What follows belongs to an exercise in optimizing a design on an open flow for small area and a short achievable clock period; a production flow would make more cautious choices. RTL that was checked went through simulation tests only; none was proved equivalent to the original. The flow treats the clock pin as an ideal source. Dropping or thinning the clock tree relies on that and would not hold on a real chip. Power figures rest on the tool's default switching activity, not on a simulated workload.

== main ==
## wav_riff_stream_parser
module wav_riff_stream_parser (
    input  wire             clk,
    input  wire             rst_n,
    input  wire             bytes_valid,
    output wire             bytes_ready,
    input  wire  [7:0]      bytes_in_byte,
    input  wire             bytes_end_of_file,
    output wire             results_valid,
    input  wire             results_ready,
    output wire  [1:0]      results_out_kind,
    output wire  [15:0]     results_sample_word,
    output wire  [1:0]      results_channel_count,
    output wire  [4:0]      results_sample_bits,
    output wire  [31:0]     results_sample_rate_hz,
    output wire  [2:0]      results_error_code,
    output wire             results_last_of_file
);
Settings: LEC_CHECK=0, ABC_AREA=1, CAP_MARGIN=20, CORE_MARGIN=2, CORE_UTILIZATION=40, SETUP_SLACK_MARGIN=3.75, SLEW_MARGIN=20; clock period 6.0 ns.
standard.sh (not shown) runs the stock make flow with config.mk's settings and CLKGATE_MAP_FILE= SYNTH_SCRIPT=/design/flow/synth_recipe.tcl, a recipe that flattens the netlist after the stock synthesis.
==> flow/flow/run.sh <==
#!/bin/bash
# The standard layout (the standard.sh: standard synthesis and ORFS flow),
# with two changes: the port buffers are buf_1 cells, and the clock tree is
# two levels of clock buffers built by flow/pre_cts.tcl instead of
# TritonCTS, whose root buffer drives leaves spread over the whole die. Each tool's full output stays in ORFS's own logs
# under orfs/logs; make's output goes to flow_make.log here.
set -euo pipefail
here=$(pwd)
bash standard.sh "BUFFER_PORTS_ARGS=-buffer_cell sky130_fd_sc_hd__buf_1" \
  "PRE_CTS_TCL=$here/flow/pre_cts.tcl" finish > flow_make.log 2>&1
Other scripts of this flow, unchanged in this note and not shown: flow/flow/mytree2.tcl, flow/flow/pre_cts.tcl
> inputs changed (main -> the feature branch)
--- a/flow/design.v
+++ b/flow/design.v
@@ -285,25 +285,25 @@
     end
     logic mlo, mhi;
     always_ff @(posedge clk)
     begin
         mlo <= (b[3:0] == e_a[3:0]);
         mhi <= (b[7:4] == e_a[7:4]);
         if (proc && (step == 2'd1) && id_byte)
             ma <= ((k == 2'd0) || ma) && mlo && mhi;
     end
     logic id_byte, fmt_start, rate_wr;
     assign id_byte   = (ph_hdr && (cnt[3:2] != 2'd1)) || (ph_chk && !cnt[2]);
     assign fmt_start = ph_chk && (cnt == 5'd7) && ma && !mb && !seen;
-    assign rate_wr   = upd0 && ph_fmt && (cnt[4:2] == 3'd1);
+    assign rate_wr   = ready_q && ph_fmt && (cnt[4:2] == 3'd1);
     logic d_hdr_r, d_hdr_w, d_hdr3, d_hdr11, d_chk0z, d_chk_adv, d_sz;
     logic d_fmt15, d_fmtlt15, d_fmtge16, d_skip, d_d8, d_d16lo, d_d16hi, d_drain;
     assign d_hdr3    = ph_hdr && (cnt == 5'd3);
     assign d_hdr11   = ph_hdr && (cnt == 5'd11);
     assign d_hdr_w   = ph_hdr && (cnt >= 5'd7) && (cnt <= 5'd10);
     assign d_hdr_r   = ph_hdr && (cnt <= 5'd6) && (cnt != 5'd3);
     assign d_chk0z   = ph_chk && (cnt == 5'd0) && rz;
     assign d_chk_adv = ph_chk && (cnt <= 5'd6) && !((cnt == 5'd0) && rz);
     assign d_sz      = ph_chk && (cnt == 5'd7);
     assign d_fmt15   = ph_fmt && (cnt == 5'd15);
     assign d_fmtlt15 = ph_fmt && (cnt < 5'd15);
     assign d_fmtge16 = ph_fmt && cnt[4];
@@ -491,23 +491,23 @@
         else
         begin
             if (upd0 && fmt_start)
             begin
                 chan_q <= 2'd0;
                 bits_q <= 2'd0;
             end
             else if (upd0 && ph_fmt && (cnt == 5'd3))
                 chan_q <= {f2, f1};
             else if (upd0 && ph_fmt && (cnt == 5'd15))
                 bits_q <= {f16, f8};
             if (rate_wr && tgt == 2'd0)
-                rate_q[7:0]   <= b;
+                rate_q[7:0] <= bytes_in_byte;
             if (rate_wr && tgt == 2'd1)
-                rate_q[15:8]  <= b;
+                rate_q[15:8] <= bytes_in_byte;
             if (rate_wr && tgt == 2'd2)
-                rate_q[23:16] <= b;
+                rate_q[23:16] <= bytes_in_byte;
             if (rate_wr && tgt == 2'd3)
-                rate_q[31:24] <= b;
+                rate_q[31:24] <= bytes_in_byte;
         end
     end
 endmodule
 `default_nettype wire
Results
Re leakage power of the design: the feature branch is about 1.5% up on main.
On the feature branch: clock-pin slew of the registers on the worst-case setup and hold paths is 30 ps lower than what main gave.
Compared with main, wire length on met3 in the feature branch increased by more than a quarter.
Compared with main, the detailed router inserted fewer vias in the feature branch.
The feature branch vs main — fraction of the core area covered by cells at the end of the flow rose 0.21 points.
Summary: worst setup slack, the feature branch worse than main
Wire: the feature branch routes less than main
Summary of the feature branch over main: area added between synthesis and finish now sits lower, fmax barely changed, cell area rose by 64 µm², worst IR drop on VDD now sits lower, worst hold slack moved down.
Function not checked in the feature branch: the RTL went through the layout flow alone. In every run of this note, the design's own scripts or RTL, not TritonCTS, make the clock network.

---

Another version of the RTL of wav_riff_stream_parser (not shown whole).
Size: roughly 76 I/O pins, about 0.0070 sq mm of cells after synthesis.
Settings: LEC_CHECK=0, ABC_AREA=1, CAP_MARGIN=20, CORE_MARGIN=2, CORE_UTILIZATION=40, CTS_BUF_LIST=sky130_fd_sc_hd__clkbuf_8, SETUP_SLACK_MARGIN=3.6, SLEW_MARGIN=20; clock period 6.0 ns.
==> flow/flow/run.sh <==
#!/bin/bash
# The standard layout (the standard.sh: standard synthesis and ORFS flow),
# with one change: the port buffers are buf_1 cells instead of the default
# choice. Each tool's full output stays in ORFS's own logs under orfs/logs;
# make's output goes to flow_make.log here.
set -euo pipefail
bash standard.sh "BUFFER_PORTS_ARGS=-buffer_cell sky130_fd_sc_hd__buf_1" finish > flow_make.log 2>&1
==> next run, changes <==
--- a/flow/design.v
+++ b/flow/design.v
@@ -289,17 +289,17 @@
         mlo <= (b[3:0] == e_a[3:0]);
         mhi <= (b[7:4] == e_a[7:4]);
         if (proc && (step == 2'd1) && id_byte)
             ma <= ((k == 2'd0) || ma) && mlo && mhi;
     end
     logic id_byte, fmt_start, rate_wr;
     assign id_byte   = (ph_hdr && (cnt[3:2] != 2'd1)) || (ph_chk && !cnt[2]);
     assign fmt_start = ph_chk && (cnt == 5'd7) && ma && !mb && !seen;
-    assign rate_wr   = upd0 && ph_fmt && (cnt[4:2] == 3'd1);
+    assign rate_wr   = ready_q && ph_fmt && (cnt[4:2] == 3'd1);
     logic d_hdr_r, d_hdr_w, d_hdr3, d_hdr11, d_chk0z, d_chk_adv, d_sz;
     logic d_fmt15, d_fmtlt15, d_fmtge16, d_skip, d_d8, d_d16lo, d_d16hi, d_drain;
     assign d_hdr3    = ph_hdr && (cnt == 5'd3);
     assign d_hdr11   = ph_hdr && (cnt == 5'd11);
     assign d_hdr_w   = ph_hdr && (cnt >= 5'd7) && (cnt <= 5'd10);
     assign d_hdr_r   = ph_hdr && (cnt <= 5'd6) && (cnt != 5'd3);
     assign d_chk0z   = ph_chk && (cnt == 5'd0) && rz;
     assign d_chk_adv = ph_chk && (cnt <= 5'd6) && !((cnt == 5'd0) && rz);
@@ -389,30 +389,28 @@
                      datk ? ((!seen || sz_ed) ? PH_DRAIN : PH_DATA) :
                             (sz_tb ? PH_DRAIN : sz_wz ? PH_CHK : PH_SKIP);
     always_ff @(posedge clk or negedge rst_n)
     begin
         if (!rst_n)
         begin
             step    <= 2'd0;
             ready_q <= 1'b0;
-            ready_o <= 1'b0;
             proc    <= 1'b0;
             dec     <= 1'b0;
             outv    <= 1'b0;
             phase   <= PH_HDR;
             cnt     <= 5'd0;
             swapped <= 1'b0;
             seen    <= 1'b0;
         end
         else
         begin
             step    <= step + 2'd1;
             ready_q <= (step == 2'd2) && !proc && !dec && !(outv && !results_ready);
-            ready_o <= (step == 2'd2) && !proc && !dec && !(outv && !results_ready);
             if (ready_q && bytes_valid)
                 proc <= 1'b1;
             else if (st3)
                 proc <= 1'b0;
             dec <= pfin;
             if (dec)
                 outv <= s_sz ? sz_emit : emit_q;
             else if (results_ready)
@@ -439,16 +437,18 @@
                         swapped <= mb;
                     if (s_fmt15 && ok)
                         seen <= 1'b1;
                 end
             end
         end
     end
     always_ff @(posedge clk)
+        ready_o <= (step == 2'd2) && !proc && !dec && !(outv && !results_ready);
+    always_ff @(posedge clk)
     begin
         if (ready_q)
         begin
             eof_q  <= bytes_end_of_file;
             cand0  <= ph_hdr  ? bytes_in_byte[2] :
                       swapped ? bytes_in_byte[0] : !bytes_in_byte[1];
             if (data8)
                 word_q <= {8'd0, bytes_in_byte};
@@ -495,19 +495,19 @@
                 chan_q <= 2'd0;
                 bits_q <= 2'd0;
             end
             else if (upd0 && ph_fmt && (cnt == 5'd3))
                 chan_q <= {f2, f1};
             else if (upd0 && ph_fmt && (cnt == 5'd15))
                 bits_q <= {f16, f8};
             if (rate_wr && tgt == 2'd0)
-                rate_q[7:0]   <= b;
+                rate_q[7:0] <= bytes_in_byte;
             if (rate_wr && tgt == 2'd1)
-                rate_q[15:8]  <= b;
+                rate_q[15:8] <= bytes_in_byte;
             if (rate_wr && tgt == 2'd2)
-                rate_q[23:16] <= b;
+                rate_q[23:16] <= bytes_in_byte;
             if (rate_wr && tgt == 2'd3)
-                rate_q[31:24] <= b;
+                rate_q[31:24] <= bytes_in_byte;
         end
     end
 endmodule
 `default_nettype wire
The changed run passed the timing, design-rule and antenna checks.
Cell count is higher slightly.
Via count falls slightly.
Clock-buffer cell count is unchanged.
Sequential power is about the same.
Utilization falls by 0.20 points.
Cell area hardly moves.
Combinational power is higher by roughly a tenth.
Function was not checked in any run of this note: the RTL went through the layout flow alone.

---

Setup of P:
Another version of the RTL of wav_riff_stream_parser (not shown whole).
Size in the first run: about 860 cells after synthesis.
==> flow/design.v (excerpt) <==
module wav_riff_stream_parser (
    input  wire             clk,
    input  wire             rst_n,
    input  wire             bytes_valid,
    output wire             bytes_ready,
    input  wire  [7:0]      bytes_in_byte,
    input  wire             bytes_end_of_file,
    output wire             results_valid,
    input  wire             results_ready,
    output wire  [1:0]      results_out_kind,
    output wire  [15:0]     results_sample_word,
    output wire  [1:0]      results_channel_count,
    output wire  [4:0]      results_sample_bits,
    output wire  [31:0]     results_sample_rate_hz,
    output wire  [2:0]      results_error_code,
    output wire             results_last_of_file
);
    localparam logic [1:0] KIND_FORMAT = wrp_pkg::KIND_FORMAT;
    localparam logic [1:0] KIND_SAMPLE = wrp_pkg::KIND_SAMPLE;
    localparam logic [1:0] KIND_ERROR  = wrp_pkg::KIND_ERROR;
    localparam logic [5:0] PH_HDR   = 6'b000001;
    localparam logic [5:0] PH_CHK   = 6'b000010;
    localparam logic [5:0] PH_FMT   = 6'b000100;
    localparam logic [5:0] PH_SKIP  = 6'b001000;
    localparam logic [5:0] PH_DATA  = 6'b010000;
    localparam logic [5:0] PH_DRAIN = 6'b100000;
    logic [1:0]  step;
    logic        ready_q;
    logic        ready_o;             
  ...
export LEC_CHECK = 0
export ABC_AREA = 1
export CAP_MARGIN = 20
export CORE_MARGIN = 2
export CORE_UTILIZATION = 40
export SETUP_SLACK_MARGIN = 3.8
export SLEW_MARGIN = 20
create_clock -name core_clock -period 6.0 [get_ports {clk}]
==> flow/flow/run.sh <==
#!/bin/bash
# The standard layout (the standard.sh: standard synthesis and ORFS flow),
# with two changes: the port buffers are buf_1 cells, and the clock tree is
# two levels of clock buffers built by flow/pre_cts.tcl instead of
# TritonCTS, whose root buffer drives leaves spread over the whole die. Each tool's full output stays in ORFS's own logs
# under orfs/logs; make's output goes to flow_make.log here.
set -euo pipefail
here=$(pwd)
bash standard.sh "BUFFER_PORTS_ARGS=-buffer_cell sky130_fd_sc_hd__buf_1" \
  "PRE_CTS_TCL=$here/flow/pre_cts.tcl" finish > flow_make.log 2>&1
Other scripts of this flow, unchanged in this note and not shown: flow/flow/mytree2.tcl, flow/flow/pre_cts.tcl
Input-level comparison between Q and P:
--- a/flow/design.v
+++ b/flow/design.v
@@ -309,35 +309,35 @@
     assign d_fmtge16 = ph_fmt && cnt[4];
     assign d_skip    = ph_skip;
     assign d_d8      = ph_data && !b16;
     assign d_d16lo   = ph_data && b16 && !cnt[0];
     assign d_d16hi   = ph_data && b16 && cnt[0];
     assign d_drain   = phase[5];
     logic s_hdr_r, s_hdr_w, s_hdr3, s_hdr11, s_chk0z, s_chk_adv, s_sz;
     logic s_fmt15, s_fmtlt15, s_fmtge16, s_skip, s_d8, s_d16lo, s_d16hi, s_drain;
     logic ok;
+    assign s_hdr_r   = d_hdr_r;
+    assign s_hdr_w   = d_hdr_w;
+    assign s_hdr3    = d_hdr3;
+    assign s_hdr11   = d_hdr11;
+    assign s_chk0z   = d_chk0z;
+    assign s_chk_adv = d_chk_adv;
+    assign s_fmt15   = d_fmt15;
+    assign s_fmtlt15 = d_fmtlt15;
+    assign s_fmtge16 = d_fmtge16;
+    assign s_skip    = d_skip;
+    assign s_d8      = d_d8;
+    assign s_d16lo   = d_d16lo;
+    assign s_d16hi   = d_d16hi;
+    assign s_drain   = d_drain;
     always_ff @(posedge clk)
     begin
-        s_hdr_r   <= d_hdr_r;
-        s_hdr_w   <= d_hdr_w;
-        s_hdr3    <= d_hdr3;
-        s_hdr11   <= d_hdr11;
-        s_chk0z   <= d_chk0z;
-        s_chk_adv <= d_chk_adv;
         s_sz      <= d_sz;
-        s_fmt15   <= d_fmt15;
-        s_fmtlt15 <= d_fmtlt15;
-        s_fmtge16 <= d_fmtge16;
-        s_skip    <= d_skip;
-        s_d8      <= d_d8;
-        s_d16lo   <= d_d16lo;
-        s_d16hi   <= d_d16hi;
-        s_drain   <= d_drain;
         ok        <= tagok && (chan_q != 2'd0) && (bits_q != 2'd0);
     end
     logic chanz;
     assign chanz = (chan_q == 2'd0);
     logic emit_ne, emit_e, emit, sample, format, last;
     logic g_a, g_1, g_2, g_f, g_7;
     logic [2:0] err;
     logic [1:0] kind;
     assign emit_ne = (s_hdr3 && !ma) || (s_hdr11 && !ma) || s_chk0z ||
### Flow results
Comparing routed wire length for P and Q, the bigger number came from P.
Power: Q vs P down 0.00015 W
Q ended with less count of standard-cell rows than P.
[Q] HPWL after detailed placement fell 2.7% relative to P
Q reports a higher fraction of registers with async set/reset than P does.
Q vs. P: overall die height now sits lower, width of the die went down about 1.5%.
Compared with P, Q shows post-synthesis sequential element count that has gone down by a little under 10%.
Re DRC violation count after routing: no difference whatsoever between P and Q.
For P, only the layout was checked, not whether the RTL still works. No run of this note takes its clock network from TritonCTS; it comes from the design's own scripts or RTL.

separate check: timing with driven ports:
No port has a modelled driver above. Below, the same layouts with a new extraction and two added sets of constraints.
Step 1 sets driving cells, clkbuf_16 on the clock port and buf_2 on the other inputs (assumed; they add their load-dependent delay and slew).
Step 2 also shifts input and output timing later by t, the mid clock arrival at the registers, as if the neighbouring blocks saw the same clock.
a / b / c = no drivers / after step 1 / after step 2; a / b = the first two.
| run | t, ns | setup WS [ns] | hold WS [ns] | clock arrival spread, ns | worst data-port slew with drivers (ns) |
|---|---|---|---|---|---|
| main | 0.368 | 3.812 / 3.734 / 3.891 | 0.320 / 0.320 / 0.320 | 0.041 / 0.040 | 0.03 |
| the feature branch | 0.363 | 3.807 / 3.726 / 3.882 | 0.306 / 0.306 / 0.306 | 0.064 / 0.063 | 0.04 |
| the first run of note 2 | 0.492 | 3.635 / 3.598 / 3.715 | 0.332 / 0.332 / 0.332 | 0.014 / 0.015 | 0.06 |
| the second run of note 2 | 0.500 | 3.632 / 3.593 / 3.760 | 0.331 / 0.331 / 0.331 | 0.017 / 0.017 | 0.04 |
| P | 0.368 | 3.831 / 3.752 / 3.945 | 0.320 / 0.320 / 0.320 | 0.043 / 0.043 | 0.04 |
| Q | 0.369 | 3.808 / 3.730 / 3.891 | 0.319 / 0.319 / 0.319 | 0.040 / 0.040 | 0.03 |
After both steps setup and hold are still met in every run listed.
